This design comes from an exercise in tuning for small area on the open sky130 flow, not from production work.
RTL that was checked went through simulation tests only; none was proved equivalent to the original.

==> inputs of run a <==
==> flow/design.v <==
module mnist_pixel_loader #(
  parameter int NUM_PIXELS = 784,
  parameter int PIX_W      = 8,
  parameter int THRESH     = 128,
  parameter int TIMEOUT    = 20000
) (
  input  logic                  clk,
  input  logic                  rst_n,
  input  logic                  pix_valid,
  output logic                  pix_ready,
  input  logic [PIX_W-1:0]      pix_data,
  input  logic                  pix_last,
  output logic [NUM_PIXELS-1:0] image_bits,
  output logic                  fp_start,
  input  logic                  fp_done,
  output logic                  busy,
  output logic                  frame_err,
  output logic                  fp_timeout,
  output logic [15:0]           frame_count
);
  localparam int N = 28;   
  localparam logic [4:0] L_LAST = 5'h06;
  localparam logic [4:0] WD_E = 5'h09, WD_R = 5'h15, WD_C = 5'h12;
  function automatic logic [4:0] lfsr(input logic [4:0] x);
    lfsr = {x[3:0], ~(x[4] ^ x[2])};
  endfunction
  function automatic logic [N-1:0] decode(input logic [4:0] x);
    logic [N-1:0] sel;
    sel = '0;
    case (x)
      5'h00: sel[0] = 1'b1;
      5'h01: sel[1] = 1'b1;
      5'h03: sel[2] = 1'b1;
      5'h07: sel[3] = 1'b1;
      5'h0e: sel[4] = 1'b1;
      5'h1c: sel[5] = 1'b1;
      5'h19: sel[6] = 1'b1;
      5'h12: sel[7] = 1'b1;
      5'h04: sel[8] = 1'b1;
      5'h08: sel[9] = 1'b1;
      5'h11: sel[10] = 1'b1;
      5'h02: sel[11] = 1'b1;
      5'h05: sel[12] = 1'b1;
      5'h0a: sel[13] = 1'b1;
      5'h15: sel[14] = 1'b1;
      5'h0b: sel[15] = 1'b1;
      5'h17: sel[16] = 1'b1;
      5'h0f: sel[17] = 1'b1;
      5'h1e: sel[18] = 1'b1;
      5'h1d: sel[19] = 1'b1;
      5'h1b: sel[20] = 1'b1;
      5'h16: sel[21] = 1'b1;
      5'h0d: sel[22] = 1'b1;
      5'h1a: sel[23] = 1'b1;
      5'h14: sel[24] = 1'b1;
      5'h09: sel[25] = 1'b1;
      5'h13: sel[26] = 1'b1;
      5'h06: sel[27] = 1'b1;
      default: sel = '0;
    endcase
    decode = sel;
  endfunction
  logic [NUM_PIXELS-1:0] image_q;
  logic [4:0]            col_q, row_q, ext_q;
  logic [15:0]           frame_count_q;
  logic                  pix_ready_q, busy_q, fp_start_q, frame_err_q, fp_timeout_q;
  logic s_fill, s_drop, s_wait;
  logic xfer, wr, col_end, row_end, hit_pix, hit_wd;
  logic launch_d, stay_wait, adv, clr, keep;
  logic [N-1:0] row_sel, col_set;
  assign s_fill = pix_ready_q & ~busy_q;
  assign s_drop = pix_ready_q & busy_q;
  assign s_wait = ~pix_ready_q & ~fp_start_q;
  assign xfer    = pix_valid & pix_ready_q;
  assign wr      = s_fill & xfer;
  assign col_end = col_q == L_LAST;
  assign row_end = row_q == L_LAST;
  assign hit_pix = col_end & row_end;
  assign hit_wd  = (ext_q == WD_E) & (row_q == WD_R) & (col_q == WD_C);
  assign launch_d  = wr & pix_last & hit_pix;
  assign stay_wait = s_wait & ~fp_done & ~hit_wd;
  assign adv       = (wr & ~pix_last & ~hit_pix) | fp_start_q | stay_wait;
  assign clr       = (wr & (pix_last | hit_pix)) | (s_wait & ~stay_wait);
  always_ff @(posedge clk or negedge rst_n) begin
    if (!rst_n) begin
      col_q <= '0;
      row_q <= '0;
      ext_q <= '0;
    end else if (clr) begin
      col_q <= '0;
      row_q <= '0;
      ext_q <= '0;
    end else if (adv) begin
      col_q <= col_end ? 5'd0 : lfsr(col_q);
      if (col_end) begin
        row_q <= row_end ? 5'd0 : lfsr(row_q);
        if (row_end) ext_q <= lfsr(ext_q);
      end
    end
  end
  assign keep    = ~(wr & (col_q == 5'd0) & (row_q == 5'd0));
  assign row_sel = decode(row_q);
  assign col_set = decode(col_q) & {N{wr & pix_data >= PIX_W'(THRESH)}};
  always_ff @(posedge clk) begin
    for (int r = 0; r < N; r++)
      for (int c = 0; c < N; c++)
        image_q[r*N+c] <= (image_q[r*N+c] & keep) | (row_sel[r] & col_set[c]);
  end
  always_ff @(posedge clk or negedge rst_n) begin
    if (!rst_n) begin
      frame_count_q <= '0;
      pix_ready_q   <= 1'b1;
      busy_q        <= 1'b0;
      fp_start_q    <= 1'b0;
      frame_err_q   <= 1'b0;
      fp_timeout_q  <= 1'b0;
    end else begin
      if (s_wait & fp_done) frame_count_q <= frame_count_q + 16'd1;
      fp_start_q    <= launch_d;
      pix_ready_q   <= ~(launch_d | fp_start_q | stay_wait);
      busy_q        <= launch_d | fp_start_q | stay_wait |
                       (wr & ~pix_last & hit_pix) |
                       (s_drop & ~(xfer & pix_last));
      frame_err_q   <= wr & (pix_last ^ hit_pix);
      fp_timeout_q  <= s_wait & ~fp_done & hit_wd;
    end
  end
  assign pix_ready   = pix_ready_q;
  assign image_bits  = image_q;
  assign fp_start    = fp_start_q;
  assign busy        = busy_q;
  assign frame_err   = frame_err_q;
  assign fp_timeout  = fp_timeout_q;
  assign frame_count = frame_count_q;
endmodule
==> flow/flow/run.sh <==
#!/bin/bash
set -euo pipefail
bash standard.sh BUFFER_PORTS_ARGS="-buffer_cell sky130_fd_sc_hd__buf_1" finish > flow_run.log 2>&1
==> flow/standard.sh <==
#!/bin/bash
# synth_recipe.tcl (not shown) runs the flow's synth.tcl, then flattens the netlist and writes it again
# the make line also repeats each setting of config.mk as NAME=value (left out here)
make -C /OpenROAD-flow-scripts/flow DESIGN_CONFIG=/design/flow/config.mk WORK_HOME=/design/flow/orfs CLKGATE_MAP_FILE= SYNTH_SCRIPT=/design/flow/synth_recipe.tcl "${@:-finish}"
==> flow/config.mk <==
export PLATFORM = sky130hd
export DESIGN_NAME = mnist_pixel_loader
export DESIGN_NICKNAME = mnist_pixel_loader
export VERILOG_FILES = /design/flow/design.v
export SDC_FILE = /design/flow/constraint.sdc
export NUM_CORES = 4
export LEC_CHECK = 0
export CAP_MARGIN = 20
export CORE_MARGIN = 2
export CORE_UTILIZATION = 40
export SLEW_MARGIN = 20
==> flow/constraint.sdc <==
create_clock -name core_clock -period 5.0 [get_ports {clk}]
set_input_delay 1.0000 -clock core_clock [delete_from_list [all_inputs] [get_ports {clk}]]
set_output_delay 1.0000 -clock core_clock [all_outputs]
set_load 0.01 [all_outputs]
==> inputs of run b, as changes to run a <==
==> flow/design.v, changed modules only <==
module mnist_pixel_loader #(
  parameter int NUM_PIXELS = 784,
  parameter int PIX_W      = 8,
  parameter int THRESH     = 128,
  parameter int TIMEOUT    = 20000
) (
  input  logic                  clk,
  input  logic                  rst_n,
  input  logic                  pix_valid,
  output logic                  pix_ready,
  input  logic [PIX_W-1:0]      pix_data,
  input  logic                  pix_last,
  output logic [NUM_PIXELS-1:0] image_bits,
  output logic                  fp_start,
  input  logic                  fp_done,
  output logic                  busy,
  output logic                  frame_err,
  output logic                  fp_timeout,
  output logic [15:0]           frame_count
);
  localparam int N = 28;   
  localparam logic [4:0] L_LAST = 5'h06, M_LAST = 5'h1f;
  localparam logic [4:0] WD_E = 5'h09, M_E = 5'h1f;
  localparam logic [4:0] WD_R = 5'h15, M_R = 5'h15;
  localparam logic [4:0] WD_C = 5'h12, M_C = 5'h12;
  function automatic logic [4:0] lfsr(input logic [4:0] x);
    lfsr = {x[3:0], ~(x[4] ^ x[2])};
  endfunction
  function automatic logic [N-1:0] decode(input logic [4:0] x);
    logic [N-1:0] sel;
    sel = '0;
    case (x)
      5'h00: sel[0] = 1'b1;
      5'h01: sel[1] = 1'b1;
      5'h03: sel[2] = 1'b1;
      5'h07: sel[3] = 1'b1;
      5'h0e: sel[4] = 1'b1;
      5'h1c: sel[5] = 1'b1;
      5'h19: sel[6] = 1'b1;
      5'h12: sel[7] = 1'b1;
      5'h04: sel[8] = 1'b1;
      5'h08: sel[9] = 1'b1;
      5'h11: sel[10] = 1'b1;
      5'h02: sel[11] = 1'b1;
      5'h05: sel[12] = 1'b1;
      5'h0a: sel[13] = 1'b1;
      5'h15: sel[14] = 1'b1;
      5'h0b: sel[15] = 1'b1;
      5'h17: sel[16] = 1'b1;
      5'h0f: sel[17] = 1'b1;
      5'h1e: sel[18] = 1'b1;
      5'h1d: sel[19] = 1'b1;
      5'h1b: sel[20] = 1'b1;
      5'h16: sel[21] = 1'b1;
      5'h0d: sel[22] = 1'b1;
      5'h1a: sel[23] = 1'b1;
      5'h14: sel[24] = 1'b1;
      5'h09: sel[25] = 1'b1;
      5'h13: sel[26] = 1'b1;
      5'h06: sel[27] = 1'b1;
      default: sel = '0;
    endcase
    decode = sel;
  endfunction
  logic [NUM_PIXELS-1:0] image_q;
  logic [4:0]            col_q, row_q, ext_q;
  logic [15:0]           frame_count_q;
  logic                  pix_ready_q, busy_q, fp_start_q, frame_err_q, fp_timeout_q;
  logic s_fill, s_drop, s_wait;
  logic xfer, wr, col_end, row_end, hit_pix, hit_wd;
  logic launch_d, stay_wait, adv, clr, keep;
  logic [N-1:0] row_sel, col_set;
  assign s_fill = pix_ready_q & ~busy_q;
  assign s_drop = pix_ready_q & busy_q;
  assign s_wait = ~pix_ready_q & ~fp_start_q;
  assign xfer    = pix_valid & pix_ready_q;
  assign wr      = s_fill & xfer;
  assign col_end = ((col_q ^ L_LAST) & M_LAST) == '0;
  assign row_end = ((row_q ^ L_LAST) & M_LAST) == '0;
  assign hit_pix = col_end & row_end;
  assign hit_wd  = (((ext_q ^ WD_E) & M_E) == '0) & (((row_q ^ WD_R) & M_R) == '0) &
                   (((col_q ^ WD_C) & M_C) == '0);
  assign launch_d  = wr & pix_last & hit_pix;
  assign stay_wait = s_wait & ~fp_done & ~hit_wd;
  assign adv       = (wr & ~pix_last & ~hit_pix) | fp_start_q | stay_wait;
  assign clr       = (wr & (pix_last | hit_pix)) | (s_wait & ~stay_wait);
  always_ff @(posedge clk or negedge rst_n) begin
    if (!rst_n) begin
      col_q <= '0;
      row_q <= '0;
    end else if (clr) begin
      col_q <= '0;
      row_q <= '0;
    end else if (adv) begin
      col_q <= col_end ? 5'd0 : lfsr(col_q);
      if (col_end) row_q <= row_end ? 5'd0 : lfsr(row_q);
    end
  end
  always_ff @(posedge clk) begin
    if (clr) ext_q <= '0;
    else if (adv & col_end & row_end) ext_q <= lfsr(ext_q);
  end
  assign keep    = ~(wr & (col_q == 5'd0) & (row_q == 5'd0));
  assign row_sel = decode(row_q);
  assign col_set = decode(col_q) & {N{wr & pix_data >= PIX_W'(THRESH)}};
  always_ff @(posedge clk) begin
    for (int r = 0; r < N; r++)
      for (int c = 0; c < N; c++)
        image_q[r*N+c] <= (image_q[r*N+c] & keep) | (row_sel[r] & col_set[c]);
  end
  always_ff @(posedge clk or negedge rst_n) begin
    if (!rst_n) begin
      frame_count_q <= '0;
      pix_ready_q   <= 1'b1;
      busy_q        <= 1'b0;
      fp_start_q    <= 1'b0;
      frame_err_q   <= 1'b0;
      fp_timeout_q  <= 1'b0;
    end else begin
      if (s_wait & fp_done) frame_count_q <= frame_count_q + 16'd1;
      fp_start_q    <= launch_d;
      pix_ready_q   <= ~(launch_d | fp_start_q | stay_wait);
      busy_q        <= launch_d | fp_start_q | stay_wait |
                       (wr & ~pix_last & hit_pix) |
                       (s_drop & ~(xfer & pix_last));
      frame_err_q   <= wr & (pix_last ^ hit_pix);
      fp_timeout_q  <= s_wait & ~fp_done & hit_wd;
    end
  end
  assign pix_ready   = pix_ready_q;
  assign image_bits  = image_q;
  assign fp_start    = fp_start_q;
  assign busy        = busy_q;
  assign frame_err   = frame_err_q;
  assign fp_timeout  = fp_timeout_q;
  assign frame_count = frame_count_q;
endmodule
==> flow/flow/run.sh (replaced) <==
#!/bin/bash
# The standard layout (standard.sh: the standard synthesis, floorplan, placement, CTS,
# routing) with two changes:
#  - port buffers are the smallest buffer, buf_1, instead of the cell buffer_ports picks;
#  - clock tree: clkbuf_8 leaf clusters of at most 16 sinks and 60 um, no dummy loads.
# All make/tool output goes to flow_run.log here; ORFS's per-step logs are under orfs/logs/.
set -euo pipefail
bash standard.sh \
  BUFFER_PORTS_ARGS="-buffer_cell sky130_fd_sc_hd__buf_1" \
  CTS_ARGS="-sink_clustering_enable -repair_clock_nets -dont_use_dummy_load -buf_list sky130_fd_sc_hd__clkbuf_8 -sink_clustering_size 16 -sink_clustering_max_diameter 60" \
  finish > flow_run.log 2>&1
==> inputs of run c, as changes to run a <==
==> flow/design.v, changed modules only <==
module mnist_pixel_loader #(
  parameter int NUM_PIXELS = 784,
  parameter int PIX_W      = 8,
  parameter int THRESH     = 128,
  parameter int TIMEOUT    = 20000
) (
  input  logic                  clk,
  input  logic                  rst_n,
  input  logic                  pix_valid,
  output logic                  pix_ready,
  input  logic [PIX_W-1:0]      pix_data,
  input  logic                  pix_last,
  output logic [NUM_PIXELS-1:0] image_bits,
  output logic                  fp_start,
  input  logic                  fp_done,
  output logic                  busy,
  output logic                  frame_err,
  output logic                  fp_timeout,
  output logic [15:0]           frame_count
);
  localparam int N = 28;   
  localparam logic [4:0] L_LAST = 5'h06, M_LAST = 5'h1f;
  localparam logic [4:0] WD_E = 5'h09, M_E = 5'h1f;
  localparam logic [4:0] WD_R = 5'h15, M_R = 5'h15;
  localparam logic [4:0] WD_C = 5'h12, M_C = 5'h12;
  function automatic logic [4:0] lfsr(input logic [4:0] x);
    lfsr = {x[3:0], ~(x[4] ^ x[2])};
  endfunction
  function automatic logic [N-1:0] decode(input logic [4:0] x);
    logic [N-1:0] sel;
    sel = '0;
    case (x)
      5'h00: sel[0] = 1'b1;
      5'h01: sel[1] = 1'b1;
      5'h03: sel[2] = 1'b1;
      5'h07: sel[3] = 1'b1;
      5'h0e: sel[4] = 1'b1;
      5'h1c: sel[5] = 1'b1;
      5'h19: sel[6] = 1'b1;
      5'h12: sel[7] = 1'b1;
      5'h04: sel[8] = 1'b1;
      5'h08: sel[9] = 1'b1;
      5'h11: sel[10] = 1'b1;
      5'h02: sel[11] = 1'b1;
      5'h05: sel[12] = 1'b1;
      5'h0a: sel[13] = 1'b1;
      5'h15: sel[14] = 1'b1;
      5'h0b: sel[15] = 1'b1;
      5'h17: sel[16] = 1'b1;
      5'h0f: sel[17] = 1'b1;
      5'h1e: sel[18] = 1'b1;
      5'h1d: sel[19] = 1'b1;
      5'h1b: sel[20] = 1'b1;
      5'h16: sel[21] = 1'b1;
      5'h0d: sel[22] = 1'b1;
      5'h1a: sel[23] = 1'b1;
      5'h14: sel[24] = 1'b1;
      5'h09: sel[25] = 1'b1;
      5'h13: sel[26] = 1'b1;
      5'h06: sel[27] = 1'b1;
      default: sel = '0;
    endcase
    decode = sel;
  endfunction
  logic [NUM_PIXELS-1:0] image_q;
  logic [4:0]            col_q, row_q, ext_q;
  logic [15:0]           frame_count_q;
  logic                  pix_ready_q, busy_q, fp_start_q, frame_err_q, fp_timeout_q;
  logic s_fill, s_drop, s_wait;
  logic xfer, wr, col_end, row_end, hit_pix, hit_wd;
  logic launch_d, stay_wait, adv, clr, keep;
  logic [N-1:0] row_sel, col_set;
  assign s_fill = pix_ready_q & ~busy_q;
  assign s_drop = pix_ready_q & busy_q;
  assign s_wait = ~pix_ready_q & ~fp_start_q;
  assign xfer    = pix_valid & pix_ready_q;
  assign wr      = s_fill & xfer;
  assign col_end = ((col_q ^ L_LAST) & M_LAST) == '0;
  assign row_end = ((row_q ^ L_LAST) & M_LAST) == '0;
  assign hit_pix = col_end & row_end;
  assign hit_wd  = (((ext_q ^ WD_E) & M_E) == '0) & (((row_q ^ WD_R) & M_R) == '0) &
                   (((col_q ^ WD_C) & M_C) == '0);
  assign launch_d  = wr & pix_last & hit_pix;
  assign stay_wait = s_wait & ~fp_done & ~hit_wd;
  assign adv       = (wr & ~pix_last & ~hit_pix) | fp_start_q | stay_wait;
  assign clr       = (wr & (pix_last | hit_pix)) | (s_wait & ~stay_wait);
  always_ff @(posedge clk or negedge rst_n) begin
    if (!rst_n) begin
      col_q <= '0;
      row_q <= '0;
    end else if (clr) begin
      col_q <= '0;
      row_q <= '0;
    end else if (adv) begin
      col_q <= col_end ? 5'd0 : lfsr(col_q);
      if (col_end) row_q <= row_end ? 5'd0 : lfsr(row_q);
    end
  end
  always_ff @(posedge clk) begin
    if (clr) ext_q <= '0;
    else if (adv & col_end & row_end) ext_q <= lfsr(ext_q);
  end
  assign keep    = ~(wr & (col_q == 5'd0) & (row_q == 5'd0));
  assign row_sel = decode(row_q);
  assign col_set = decode(col_q) & {N{wr & pix_data >= PIX_W'(THRESH)}};
  always_ff @(posedge clk) begin
    for (int r = 0; r < N; r++)
      for (int c = 0; c < N; c++)
        image_q[r*N+c] <= (image_q[r*N+c] & keep) | (row_sel[r] & col_set[c]);
  end
  always_ff @(posedge clk or negedge rst_n) begin
    if (!rst_n) begin
      frame_count_q <= '0;
      pix_ready_q   <= 1'b1;
      busy_q        <= 1'b0;
      fp_start_q    <= 1'b0;
      frame_err_q   <= 1'b0;
      fp_timeout_q  <= 1'b0;
    end else begin
      if (s_wait & fp_done) frame_count_q <= frame_count_q + 16'd1;
      fp_start_q    <= launch_d;
      pix_ready_q   <= ~(launch_d | fp_start_q | stay_wait);
      busy_q        <= launch_d | fp_start_q | stay_wait |
                       (wr & ~pix_last & hit_pix) |
                       (s_drop & ~(xfer & pix_last));
      frame_err_q   <= wr & (pix_last ^ hit_pix);
      fp_timeout_q  <= s_wait & ~fp_done & hit_wd;
    end
  end
  assign pix_ready   = pix_ready_q;
  assign image_bits  = image_q;
  assign fp_start    = fp_start_q;
  assign busy        = busy_q;
  assign frame_err   = frame_err_q;
  assign fp_timeout  = fp_timeout_q;
  assign frame_count = frame_count_q;
endmodule
==> flow/flow/run.sh (replaced) <==
#!/bin/bash
# The standard layout (standard.sh: the standard synthesis, floorplan, placement, CTS,
# routing) with two changes:
#  - port buffers are the smallest buffer, buf_1, instead of the cell buffer_ports picks;
#  - clock tree: clkbuf_8 leaf clusters of at most 16 sinks and 60 um, no dummy loads.
# All make/tool output goes to flow_run.log here; ORFS's per-step logs are under orfs/logs/.
set -euo pipefail
bash standard.sh \
  BUFFER_PORTS_ARGS="-buffer_cell sky130_fd_sc_hd__buf_1" \
  CTS_ARGS="-sink_clustering_enable -repair_clock_nets -dont_use_dummy_load -buf_list sky130_fd_sc_hd__clkbuf_8 -sink_clustering_size 16 -sink_clustering_max_diameter 60" \
  finish > flow_run.log 2>&1
Settings changed: CORE_UTILIZATION 40 to 60.
==> qor summary <==
	run b	run c	run a
Status	no timing/DRC/antenna violations	did not finish	no timing/DRC/antenna violations
Last stage reached	-	3_2_place_iop	-
Number of placed I/O pins	818	-	818
Core footprint	64500 µm²	-	64500 µm²
Timing endpoint of the critical path	image_q[374]	-	image_q[113]
Vias in the first global route	20200	-	21000
Number of cells in the design after placement	4294	-	3838
Worst setup margin	1780 ps	-	1570 ps
FILL cells	6603	-	5963
Synthesized netlist net count	2822	2822	2350
Worst reg2reg endpoint	image_q[374]	-	image_q[113]
F_max	311 MHz	-	292 MHz
Number of antenna-violating nets in the routed design	0	-	0
Setup TNS	0 ps	-	0 ps
Met1 routed wirelength after detailed routing	39600 µm	-	38700 µm
Horizontal die dimension	259 µm	213 µm	259 µm
Most common library cell in the layout ignoring fill and taps	sky130_fd_sc_hd__nand2_1	-	sky130_fd_sc_hd__buf_1
Compound-gate portion of the synthesized area	15.3%	15.3%	23.0%
Busiest layer in global routing	met2	-	met2
For run a, only the layout was checked, not whether the RTL still works.

-- what the ideal ports hide --
The flow's constraints put no driver on any port. The routed layouts listed below were extracted and timed again, unchanged, in two steps. Step 1, drivers: a clkbuf_16 drives clk and a buf_2 each remaining input, both assumed. Step 2 also shifts input and output timing later by t, the mid clock arrival at the registers, as if the neighbouring blocks saw the same clock. a / b / c = ideal / step 1 / step 2; a / b = the first two.
| run | t (ns) | setup slack, ns | hold WS [ns] | latest minus earliest clock arrival (ns) |
|---|---|---|---|---|
| run a | 0.682 | 1.573 / 1.573 / 1.228 | 0.451 / 0.451 / 0.451 | 0.028 / 0.029 |
| run b | 0.710 | 1.780 / 1.780 / 1.619 | 0.414 / 0.391 / 0.444 | 0.083 / 0.083 |
After both steps setup and hold are still met in every run listed. For run a, which loses most, drivers alone change the setup slack by 0.000 ns; drivers and shift together by -0.345 ns.
